This is an optimization exercise on Yosys and OpenROAD, whose aim is small area, a short achievable clock period and few clock cycles per item, not a production implementation. The RTL was checked by simulation tests, not by an equivalence proof against the original design. Power is estimated from default activity; no workload was simulated.

[flow/config.mk]
export PLATFORM = sky130hd
export DESIGN_NAME = tile_stream_top
export DESIGN_NICKNAME = tile_stream_top
export VERILOG_FILES = /design/flow/design.v
export SDC_FILE = /design/flow/constraint.sdc
export NUM_CORES = 4
export LEC_CHECK = 0
export CAP_MARGIN = 20
export CORE_MARGIN = 2
export CORE_UTILIZATION = 40
export SLEW_MARGIN = 20
[flow/constraint.sdc]
create_clock -name core_clock -period 5.0 [get_ports {clk}]
set_input_delay 1.0000 -clock core_clock [delete_from_list [all_inputs] [get_ports {clk}]]
set_output_delay 1.0000 -clock core_clock [all_outputs]
set_load 0.01 [all_outputs]
[flow/design.v]
package tile_stream_pkg;
    localparam int DW = 16;
    localparam int N_MAP = 4;
    localparam int R_MAP = 8;
    localparam int C_MAP = 8;
    localparam int RAM_DEPTH = N_MAP * R_MAP * C_MAP;
    localparam int AW = 8;
    localparam int TN = 2;
    localparam int TR = 4;
    localparam int TC = 4;
    localparam int TILE_WORDS = TN * TR * TC;
    localparam int BW = 4;
    localparam int WW = 5;
    localparam int PW = 5;
    localparam int FIFO_DEPTH = 4;
    localparam int FIFO_AW = 2;
    localparam int CREDITS = FIFO_DEPTH + 1;
endpackage
`timescale 1ns/100ps
import tile_stream_pkg::*;
module nest3_counter
(
    input  logic          clk,
    input  logic          rst,
    input  logic          ena,
    output logic [WW-1:0] cnt
);
    always_ff @(posedge clk or posedge rst) begin
        if (rst) begin
            cnt <= '0;
        end else if (ena) begin
            cnt <= cnt + 1'b1;
        end
    end
endmodule
`timescale 1ns/100ps
import tile_stream_pkg::*;
module fm_ram
(
    input  logic            clk,
    input  logic            we,
    input  logic [AW-1:0]   waddr,
    input  logic [DW-1:0]   wdata,
    input  logic [5:0]      raddr,
    output logic [4*DW-1:0] rcand
);
    logic [DW-1:0] mem [RAM_DEPTH];
    logic          we_q;
    logic [AW-1:0] waddr_q;
    logic [DW-1:0] wdata_q;
    always_ff @(posedge clk) begin
        we_q    <= we;
        waddr_q <= waddr;
        wdata_q <= wdata;
    end
    always_ff @(posedge clk) begin
        if (we_q) begin
            mem[waddr_q] <= wdata_q;
        end
    end
    always_ff @(posedge clk) begin
        for (int g = 0; g < N_MAP; g++) begin
            rcand[g*DW +: DW] <= mem[{g[1:0], raddr}];
        end
    end
endmodule
`timescale 1ns/100ps
import tile_stream_pkg::*;
module tile_reader
(
    input  logic            clk,
    input  logic            rst,
    input  logic            req_start,
    input  logic [BW-1:0]   req_base_n,
    input  logic [BW-1:0]   req_base_row,
    input  logic [BW-1:0]   req_base_col,
    output logic            req_busy,
    output logic            req_done,
    output logic [5:0]      ram_raddr,
    input  logic [4*DW-1:0] ram_rcand,
    input  logic            pop_ok,
    output logic            fifo_push,
    output logic [DW-1:0]   fifo_wdata
);
    logic               busy_q;
    logic               done_q;
    logic               active_q;
    logic               start_ok;
    logic               issue;
    logic               room;
    logic [WW-1:0]      w;
    logic [PW-1:0]      pos_n;
    logic [PW-1:0]      pos_row;
    logic [PW-1:0]      pos_col;
    logic               in_bounds;
    logic [2:0]         occ;
    logic               vld2;
    logic               inb2;
    logic [1:0]         ch2;
    logic [DW-1:0]      word2;
    assign start_ok = req_start & ~busy_q;
    always_comb begin
        if (w == WW'(TILE_WORDS - 3)) begin
            room = (occ <= 3'(CREDITS - 3));
        end else if (w > WW'(TILE_WORDS - 3)) begin
            room = 1'b1;
        end else begin
            room = (occ < 3'(CREDITS));
        end
    end
    assign issue = active_q & room;
    always_ff @(posedge clk or posedge rst) begin
        if (rst) begin
            busy_q   <= 1'b0;
            done_q   <= 1'b0;
            active_q <= 1'b0;
        end else begin
            busy_q   <= start_ok | (busy_q & ~done_q);
            done_q   <= issue & (w == WW'(TILE_WORDS - 3));
            active_q <= start_ok | (active_q & ~(issue & (w == WW'(TILE_WORDS - 1))));
        end
    end
    nest3_counter i_nest3_counter (
        .clk (clk),
        .rst (rst),
        .ena (issue),
        .cnt (w)
    );
    always_ff @(posedge clk) begin
        if (!busy_q) begin
            pos_n   <= PW'(req_base_n);
            pos_row <= PW'(req_base_row);
            pos_col <= PW'(req_base_col);
        end else if (issue) begin
            if (w[1:0] == 2'd3) begin
                pos_col <= pos_col - PW'(TC - 1);
                if (w[3:2] == 2'd3) begin
                    pos_row <= pos_row - PW'(TR - 1);
                    pos_n   <= pos_n + 1'b1;
                end else begin
                    pos_row <= pos_row + 1'b1;
                end
            end else begin
                pos_col <= pos_col + 1'b1;
            end
        end
    end
    assign in_bounds = (pos_n < PW'(N_MAP)) && (pos_row < PW'(R_MAP)) && (pos_col < PW'(C_MAP));
    assign ram_raddr = {pos_row[2:0], pos_col[2:0]};
    always_ff @(posedge clk or posedge rst) begin
        if (rst) begin
            vld2 <= 1'b0;
        end else begin
            vld2 <= issue;
        end
    end
    always_ff @(posedge clk) begin
        inb2 <= in_bounds;
        ch2  <= pos_n[1:0];
    end
    assign word2      = ram_rcand[ch2*DW +: DW];
    assign fifo_push  = vld2;
    assign fifo_wdata = inb2 ? word2 : '0;
    always_ff @(posedge clk or posedge rst) begin
        if (rst) begin
            occ <= '0;
        end else begin
            case ({issue, pop_ok})
                2'b10:   occ <= occ + 1'b1;
                2'b01:   occ <= occ - 1'b1;
                default: occ <= occ;
            endcase
        end
    end
    assign req_busy = busy_q;
    assign req_done = done_q;
endmodule
`timescale 1ns/100ps
import tile_stream_pkg::*;
module out_fm_fifo
(
    input  logic          clk,
    input  logic          rst,
    input  logic          push,
    input  logic [DW-1:0] wdata,
    input  logic          pop,
    output logic          pop_ok,
    output logic [DW-1:0] rdata,
    output logic          empty
);
    logic [DW-1:0]      mem [FIFO_DEPTH];
    logic [FIFO_AW-1:0] wr_ptr;
    logic [FIFO_AW-1:0] rd_ptr;
    logic [FIFO_AW:0]   count;
    logic               buf_any;
    logic [DW-1:0]      head;
    logic               head_v;
    logic               take;
    logic               push_buf;
    assign buf_any  = (count != '0);
    assign pop_ok   = pop & head_v;
    assign take     = ~head_v | pop_ok;
    assign push_buf = push & ~(take & ~buf_any);
    always_ff @(posedge clk) begin
        if (push_buf) begin
            mem[wr_ptr] <= wdata;
        end
        if (take) begin
            head <= buf_any ? mem[rd_ptr] : wdata;
        end
    end
    always_ff @(posedge clk or posedge rst) begin
        if (rst) begin
            wr_ptr <= '0;
            rd_ptr <= '0;
            count  <= '0;
            head_v <= 1'b0;
        end else begin
            if (push_buf) begin
                wr_ptr <= wr_ptr + 1'b1;
            end
            if (take & buf_any) begin
                rd_ptr <= rd_ptr + 1'b1;
            end
            if (take) begin
                head_v <= buf_any | push;
            end
            case ({push_buf, take & buf_any})
                2'b10:   count <= count + 1'b1;
                2'b01:   count <= count - 1'b1;
                default: count <= count;
            endcase
        end
    end
    assign rdata = head;
    assign empty = ~head_v;
endmodule
`timescale 1ns/100ps
import tile_stream_pkg::*;
module tile_stream_top
(
    input  logic          clk,
    input  logic          rst,
    input  logic          start,
    input  logic [BW-1:0] base_n,
    input  logic [BW-1:0] base_row,
    input  logic [BW-1:0] base_col,
    output logic          busy,
    output logic          done,
    input  logic          ram_we,
    input  logic [AW-1:0] ram_waddr,
    input  logic [DW-1:0] ram_wdata,
    input  logic          pop,
    output logic [DW-1:0] pop_data,
    output logic          empty
);
    logic [5:0]      ram_raddr;
    logic [4*DW-1:0] ram_rcand;
    logic            fifo_push;
    logic [DW-1:0]   fifo_wdata;
    logic            pop_ok;
    fm_ram i_fm_ram (
        .clk   (clk),
        .we    (ram_we),
        .waddr (ram_waddr),
        .wdata (ram_wdata),
        .raddr (ram_raddr),
        .rcand (ram_rcand)
    );
    tile_reader i_tile_reader (
        .clk          (clk),
        .rst          (rst),
        .req_start    (start),
        .req_base_n   (base_n),
        .req_base_row (base_row),
        .req_base_col (base_col),
        .req_busy     (busy),
        .req_done     (done),
        .ram_raddr    (ram_raddr),
        .ram_rcand    (ram_rcand),
        .pop_ok       (pop_ok),
        .fifo_push    (fifo_push),
        .fifo_wdata   (fifo_wdata)
    );
    out_fm_fifo i_out_fm_fifo (
        .clk    (clk),
        .rst    (rst),
        .push   (fifo_push),
        .wdata  (fifo_wdata),
        .pop    (pop),
        .pop_ok (pop_ok),
        .rdata  (pop_data),
        .empty  (empty)
    );
endmodule
[flow/run.sh]
#!/bin/bash
# synth_recipe.tcl (not shown) runs the flow's synth.tcl, then flattens the netlist and writes it again
# the make line also repeats each setting of config.mk as NAME=value (left out here)
make -C /OpenROAD-flow-scripts/flow DESIGN_CONFIG=/design/flow/config.mk WORK_HOME=/design/flow/orfs CLKGATE_MAP_FILE= SYNTH_SCRIPT=/design/flow/synth_recipe.tcl finish
==> summary.md, run 1 <==
| Metric | Value |
|---|---|
| Final WL | 425000 um |
| Final min period | 3.68 ns |
| Synth top area share | 77.4% |
| Post-DP HPWL | 251000 um |
| Clk_skew | 0.0798 ns |
| CP Capture Point | i_fm_ram.rcand[20] |
| Post-synth top area cell | edfxtp_1 |
| # Max-Cap Violations | 0 |
| Sw frac | 30.2% |
| CTS-repair resized insts | 0 |
| Status | timing/DRC/antenna clean |
| Worst-margin pin slew | 1.29 ns |
| Share of layout cells above drive strength 1 | 28.0% |
| Worst Path Required | 5.88 ns |
| Pint | 70000 uW |
| Num CTS Buffers | 430 |
| R2R Path Start | i_tile_reader.pos_col[1] |
| Die width | 641 um |
| Pwr dens | 538 mW/mm^2 |
| Worst skew pair latency | 1.00 ns |
| Post-synth net total | 7171 |
| TritonCTS clock tree | built |
| Die Span Y | 641 um |
| DP Cell Count | 12600 |
| Post-synth EDFFs | 4188 |
| Library cells used by synthesis | 49 |
| Die footprint | 0.411 sq mm |
| Routed length on met2 | 203000 um |
| I/O pin cnt | 60 |
| Asr flop ratio synth | 0.465% |
| Global Route Usage Sum | 20.5% |
| Hold Buf Count CTS | 0 |
| Largest cells by area after synthesis | edfxtp_1, mux4_2, a22oi_1 |
| Routed WL per cell | 31.6 um |
| Register clock-pin slew on the reported worst setup and hold paths | 0.06 ns |
| Via count | 78000 |
| Unrepaired setup endpoints after global routing | no |
| Final GP Congestion | 0.816 |
| Clock Tree Root | clkbuf_16 |
| R2r setup slk | 1.32 ns |
| Top sig layer | met5 |
| Max_slew headroom | 14.1% |
| Placement row count | 234 |
| Synthesized area per cell | 22.9 sq um |
| Core area | 0.406 sq mm |
| Post-Layout Cell Count | 13500 |
| Area Overhead vs Synth | 14.6% |
| # DRC | 0 |
| Critical Path Source | i_tile_reader.pos_col[1] |
| Comb power frac | 26.4% |
| Critical Path Start Type | flip-flop |
| Worst Path Max Fanout | 19 |
| FMAX | 271 MHz |
| Worst setup margin | 1.32 ns |
| Seq/Total Area, Yosys | 78.9% |
| Crit path kind | flip-flop to flip-flop |
| Leak | 0.0580 uW |
| Pre-CTS WS | 1.13 ns |
| Final hold vios | 0 |
| Worst EP arrival | 4.56 ns |
| DR vias/cell | 5.79 |
| PortBufs | 59 |
| Final number of setup-violating endpoints | 0 |
| Post-CTS Setup Bufs | 0 |
| Starting density of the core | 40.1% |
| Synth Register Bits | 4303 |
| Clock power frac | 31.9% |
| # clock sinks | 4303 |
| Endpoint class of the critical path | flip-flop |
| Fin crit share | 73.7% |
| Setup TNS | 0 ns |
| Met1 wire length | 173000 um |
| Met3 WL | 37600 um |
| Worst min path class | flip-flop to flip-flop |
| Mapped Cells | 7112 |
| Final nets | 7711 |
| Initial antenna violation count | 26 |
| CTS max path bufs | 4 |
| Largest net degree at the start of global routing | 247 |
| DR iter-0 viols | 9518 |
| H-tree Lvls | 5 |
| GRT overflow | 0 |
| Count of pins over their slew limit | 0 |
| Top_reg_cell synth | edfxtp_1 |
| Synthesis warning total | 4 |
| Post-Syn Area | 0.163 sq mm |
| Vias in the first global route | 78000 |
| Antenna Nets Post-Route | 0 |
| Max VDD drop | 0.494 mV |
| First-pass GRT wire length | 600000 um |
| Reg2reg path depth | 7 |
| Drt first pass iters | 6 |
| Reg2reg end | i_fm_ram.rcand[20] |
| Sequential fraction of design power | 41.6% |
| Net Switching | 30300 uW |
## state kept, by name (all words and copies together) (netlist names), 2 cells and up
signal and flops:
i_tile_reader.i_nest3_counter.cnt 5, i_fm_ram.wdata_q 16, i_out_fm_fifo.wr_ptr 2, i_out_fm_fifo.rd_ptr 2, i_tile_reader.pos_col 5, i_out_fm_fifo.count 3
i_out_fm_fifo.head 16, i_tile_reader.pos_row 5, i_fm_ram.mem 4096, i_fm_ram.waddr_q 8, i_fm_ram.rcand 64, i_out_fm_fifo.mem 64
i_tile_reader.occ 3, i_tile_reader.ch2 2, i_tile_reader.pos_n 5
## kinds of logic (layout without fill, tap and decap cells)
kind of cell	count (synthesis)	count (layout)	synth area share, %
AND/OR/NAND/NOR	547	547	1.49
multiplexers	1145	1145	15.2
flip-flops	4303	4303	78.9
XOR/XNOR	20	20	0.108
buffers and inverters	432	1346	1.36
adder cells (fa/ha/maj)	18	18	0.148
AO/OA/AOI/OAI	647	647	2.84
other	0	15	0
## routing by layer
layer,up-vias,GRT usage (%)
met2,3524,32.6
met3,568,3.80
met1,42400,29.3
met5,-,0
li1,31500,-
met4,10,5.28
## Yosys cell counts (16+ instances only)
cell,n
nand3_1,52
inv_1,16
o221ai_1,22
mux4_2,1056
o211a_1,20
a211oi_1,64
edfxtp_1,4188
nor2_1,335
mux2i_1,66
dfrtp_1,20
buf_2,123
a22oi_1,257
a311oi_1,44
dfxtp_1,95
and3_1,45
buf_4,92
buf_1,35
and2_1,27
clkbuf_1,153
nand2_1,40
o22ai_1,172
mux2_2,23
ha_1,16
a21oi_1,53
## final cells by class
type	count	area, sq um
flip-flops and latches	4303	128000
fillers	33100	219000
diodes	15	37.5
clock inverters	250	2390
multi-input cells	2377	32400
well taps	5428	6790
repair buffers	524	4810
clock buffers	556	11700
inverters	16	60.1
## metrics by stage
stage	hold WS (ns)	util (%)	cell area [sq um]	power, uW
finish	0.432	46.0	186000	100000
CTS	0.412	45.9	186000	101000
global route	0.453	45.9	186000	104000
floorplan	0.375	-	163000	59200
detailed placement	0.414	42.5	172000	69300
global placement	0.409	42.5	172000	69100
## worst max-delay path, cell delays in order, from the launching register on
cell and delay [ns]:
edfxtp_1 1.03, buf_12 0.31, buf_4 0.29, or2_2 0.72, o22ai_1 0.35, nor2_1 0.38
a21oi_1 0.22, a311oi_1 0.28
## how the worst min path moves through the flow
stage | start | to | cells past startpoint
2_1_floorplan | i_tile_reader.pos_n[1] | i_tile_reader.ch2[1] | 0
3_3_place_gp | i_tile_reader.pos_n[1] | i_tile_reader.ch2[1] | 0
3_5_place_dp | i_tile_reader.pos_n[1] | i_tile_reader.ch2[1] | 0
4_1_cts | ram_wdata[10] | i_fm_ram.wdata_q[10] | 1
5_1_grt | ram_wdata[10] | i_fm_ram.wdata_q[10] | 1
6_report | i_tile_reader.pos_n[4] | i_tile_reader.inb2 | 1
## power groups by stage
stage | Combinational (uW) | Clock [uW] | Sequential [uW]
finish | 26500 | 32000 | 41700
global route | 27900 | 33900 | 41800
CTS | 26800 | 32500 | 41800
detailed placement | 26700 | 0 | 42500
global placement | 26600 | 0 | 42500
floorplan | 17400 | 0 | 41800
## cell usage in the layout, fill, tap and decap left out, drive strengths merged, types with 16 or more instances in the layout
| cell | instances |
|---|---|
| a22oi | 257 |
| clkinvlp | 17 |
| inv | 25 |
| buf | 465 |
| mux2 | 23 |
| dfrtp | 20 |
| clkdlybuf4s50 | 59 |
| nand3 | 52 |
| nand2 | 42 |
| clkinv | 188 |
| edfxtp | 4188 |
| o211a | 20 |
| a211oi | 64 |
| nor2 | 335 |
| dfxtp | 95 |
| and2 | 27 |
| mux2i | 66 |
| o221ai | 22 |
| and3 | 45 |
| a311oi | 44 |
| mux4 | 1056 |
| a21oi | 53 |
| o22ai | 172 |
| ha | 16 |
| clkbuf | 556 |
| bufinv | 36 |
Testbench counts, summed over its fixed seeds: cycles 12,312, words 12,288.
==> run 2: changes to the inputs <==
--- a/flow/config.mk
+++ b/flow/config.mk
@@ -5,7 +5,9 @@
 export SDC_FILE = /design/flow/constraint.sdc
 export NUM_CORES = 4
 export LEC_CHECK = 0
+export ABC_CLOCK_PERIOD_IN_PS = 2500
 export CAP_MARGIN = 20
 export CORE_MARGIN = 2
 export CORE_UTILIZATION = 40
+export SETUP_SLACK_MARGIN = 2.4
 export SLEW_MARGIN = 20
==> summary.md, run 2 <==
| Metric | Value |
|---|---|
| Post-synth EDFFs | 4188 |
| Synth top area share | 77.4% |
| Share of layout cells above drive strength 1 | 34.8% |
| Global Route Usage Sum | 22.0% |
| Status | timing/DRC/antenna clean |
| Leak | 0.0607 uW |
| Regs by FF count | i_fm_ram.mem: 4096 flops, i_fm_ram.rcand: 64 flops, i_out_fm_fifo.mem: 64 flops |
| Starting density of the core | 40.1% |
| Critical Path Start Type | flip-flop |
| Worst min path class | input pin to flip-flop |
| H-tree Lvls | 5 |
| # DRC | 0 |
| Routed WL per cell | 34.2 um |
| Register clock-pin slew on the reported worst setup and hold paths | 0.06 ns |
| Asr flop ratio synth | 0.465% |
| Count of pins over their slew limit | 0 |
| PortBufs | 59 |
| # Max-Cap Violations | 0 |
| Die footprint | 0.411 sq mm |
| Worst-margin pin slew | 1.26 ns |
| First-pass GRT wire length | 638000 um |
| DR iter-0 viols | 11900 |
| Xor and xnor area share after synthesis | 0.108% |
| Final nets | 7955 |
| Final min period | 2.72 ns |
| Largest net degree at the start of global routing | 166 |
| Largest family of logic cells by synthesized area | multiplexers |
| Vias in the first global route | 80000 |
| Placed cell area | 0.172 sq mm |
| Largest register FFs | 4096 |
| R2r setup slk | 2.28 ns |
| Most common cell after layout, fill and taps aside | edfxtp_1 |
| Fill cell count | 32500 |
| Area Overhead vs Synth | 18.8% |
| R2R Path Start | i_fm_ram.waddr_q[3] |
| Most frequent cells in the layout | edfxtp_1, mux4_2, buf_4 |
| Endpoint class of the critical path | flip-flop |
| Worst EP arrival | 3.38 ns |
| I/O pin cnt | 60 |
| Pwr dens | 564 mW/mm^2 |
| Unrepaired setup endpoints after global routing | yes |
| Final number of setup-violating endpoints | 0 |
| Post-DP HPWL | 261000 um |
| Core area | 0.406 sq mm |
| Max_slew headroom | 16.3% |
| Max VDD drop | 0.351 mV |
| Top_reg_cell synth | edfxtp_1 |
| Setup TNS | 0 ns |
| Mux share of post-synthesis cell area | 15.2% |
| Post-synth top area cell | edfxtp_1 |
| DR vias/cell | 5.95 |
| Drt first pass iters | 8 |
| Mapped Cells | 7112 |
| Compound-Gate Fraction of Synth Area | 2.84% |
| Synth Register Bits | 4303 |
| Post-synth net total | 7171 |
| Worst Path Required | 5.66 ns |
| Clock Tree Root | clkbuf_16 |
| Final GP Congestion | 0.825 |
| Critical Path Source | i_fm_ram.waddr_q[3] |
| Largest Register | i_fm_ram.mem |
| Final hold vios | 0 |
| Reg2reg path depth | 6 |
| CTS max path bufs | 4 |
| Largest cells by area after synthesis | edfxtp_1, mux4_2, a22oi_1 |
| Fin crit share | 54.4% |
| Seq/Total Area, Yosys | 78.9% |
| Worst Path Max Fanout | 11 |
| Fin area | 0.193 sq mm |
| Worst skew pair latency | 1.03 ns |
| Simple-Gate Fraction of Synth Area | 1.49% |
| Num CTS Buffers | 429 |
| Reg2reg end | i_fm_ram.mem[149][1] |
| Placement row count | 234 |
| CP Capture Point | i_fm_ram.mem[149][1] |
| TritonCTS clock tree | built |
| Die width | 641 um |
| Post-Syn Area | 0.163 sq mm |
| Adder-Cell Fraction of Synth Area | 0.148% |
| Initial antenna violation count | 35 |
| Via count | 81500 |
| Synthesis warning total | 4 |
| Hold Buf Count CTS | 0 |
| Final WL | 468000 um |
| Count leader, synth | edfxtp_1 |
| Antenna Nets Post-Route | 0 |
| # clock sinks | 4303 |
| Clk_skew | 0.0864 ns |
| Library cells used by synthesis | 49 |
| Synthesized area per cell | 22.9 sq um |
| GRT overflow | 0 |
| Crit path kind | flip-flop to flip-flop |
| Die Span Y | 641 um |
| FMAX | 367 MHz |
| Top cells by count, synth | edfxtp_1, mux4_2, nor2_1, a22oi_1, o22ai_1 |
-- run 2: worst min-delay path by stage --
stage	from	to	slack (ns)	depth (start not counted)
detailed placement	i_tile_reader.pos_n[1]	i_tile_reader.ch2[1]	0.40	0
CTS	ram_wdata[2]	i_fm_ram.wdata_q[2]	0.38	1
floorplan	i_tile_reader.pos_n[1]	i_tile_reader.ch2[1]	0.37	0
global placement	i_tile_reader.pos_n[1]	i_tile_reader.ch2[1]	0.40	0
finish	ram_wdata[2]	i_fm_ram.wdata_q[2]	0.42	1
global route	ram_wdata[2]	i_fm_ram.wdata_q[2]	0.42	1
-- run 2: metal layers --
layer  share of wire [%]  vias up  track usage, %
li1                    -    32000               -
met5               0.048        -               0
met3                  11      787            4.43
met1                  38    44100            30.7
met4                 3.5       23            6.71
met2                  47     4588            35.2
-- run 2: cell families (layout without fill, tap and decap cells) --
family / after synthesis / in the layout
compound gates: 647 / 647
flops: 4303 / 4303
xor+xnor: 20 / 20
other cells: 0 / 13
mux: 1145 / 1145
fa+ha+maj: 18 / 18
simple gates: 547 / 552
buf+inv: 432 / 1576
-- run 2: metrics by stage --
step / cells / setup slack [ns] / hold slack (ns) / util (%) / total power [uW]
2_1_floorplan: 7112 / 2.47 / 0.375 / - / 59100
3_3_place_gp: 12700 / 0.986 / 0.403 / 42.5 / 69500
3_5_place_dp: 12700 / 0.926 / 0.404 / 42.5 / 69700
4_1_cts: 13600 / 2.20 / 0.385 / 47.0 / 107000
5_1_grt: 13700 / 2.29 / 0.415 / 47.6 / 112000
6_report: 13700 / 2.28 / 0.420 / 47.6 / 109000
-- run 2: power breakdown --
part           leakage [uW]  internal (uW)  switching [uW]  total (uW)
sequential           0.0387          40500            1230       41700
combinational        0.0151          15600           19300       34900
clock               0.00688          18600           13800       32400
-- run 2: timing repair --
item	4_1_cts	5_1_grt
gates resized for setup	502	218
gates cloned	50	29
pin swaps	24	49
buffers inserted	64	84
setup endpoints to repair	3044	646
-- run 2: critical path, cell delays in order, from the launching register on --
cell and delay (ns):
dfxtp_1 0.40, nand2b_2 0.37, nor2_4 0.29, nand2_2 0.35, buf_6 0.33, nor2_4 0.28
buf_4 0.29
-- run 2: cell type report --
type / count / area, sq um / share of cell area [%]
well taps: 5428 / 6790 / 3.52
inverters: 16 / 60.1 / 0.0311
repair buffers: 764 / 9260 / 4.80
flip-flops and latches: 4303 / 128000 / 66.4
multi-input cells: 2382 / 34600 / 17.9
diodes: 13 / 32.5 / 0.0168
clock inverters: 264 / 2820 / 1.46
clock buffers: 532 / 11300 / 5.85

separate check: timing with driven ports:
No port has a modelled driver above. Below, the same layouts with a new extraction and two added sets of constraints.
Step 1 sets driving cells, clkbuf_16 on the clock port and buf_2 on the other inputs (assumed; they add their load-dependent delay and slew).
Step 2, shift: input delay + t, output delay - t, t = (earliest + latest rising clock arrival at the registers) / 2. This alone moves slack from input paths to output paths.
Slacks: ideal / step 1 / step 2; pairs: ideal / step 1.
run | t (ns) | setup WS [ns] | worst hold slack (ns) | worst setup path at the end | worst slew at a driven data input, ns
run 1 | 1.080 | 1.315 / 1.315 / 1.098 | 0.432 / 0.401 / 0.432 | input to register | 0.06
run 2 | 1.089 | 2.278 / 2.278 / 1.548 | 0.420 / 0.347 / 0.424 | input to register | 0.06
After both steps setup and hold are still met in every run listed. For run 2, which loses most, drivers alone change the setup slack by 0.000 ns; drivers and shift together by -0.730 ns.
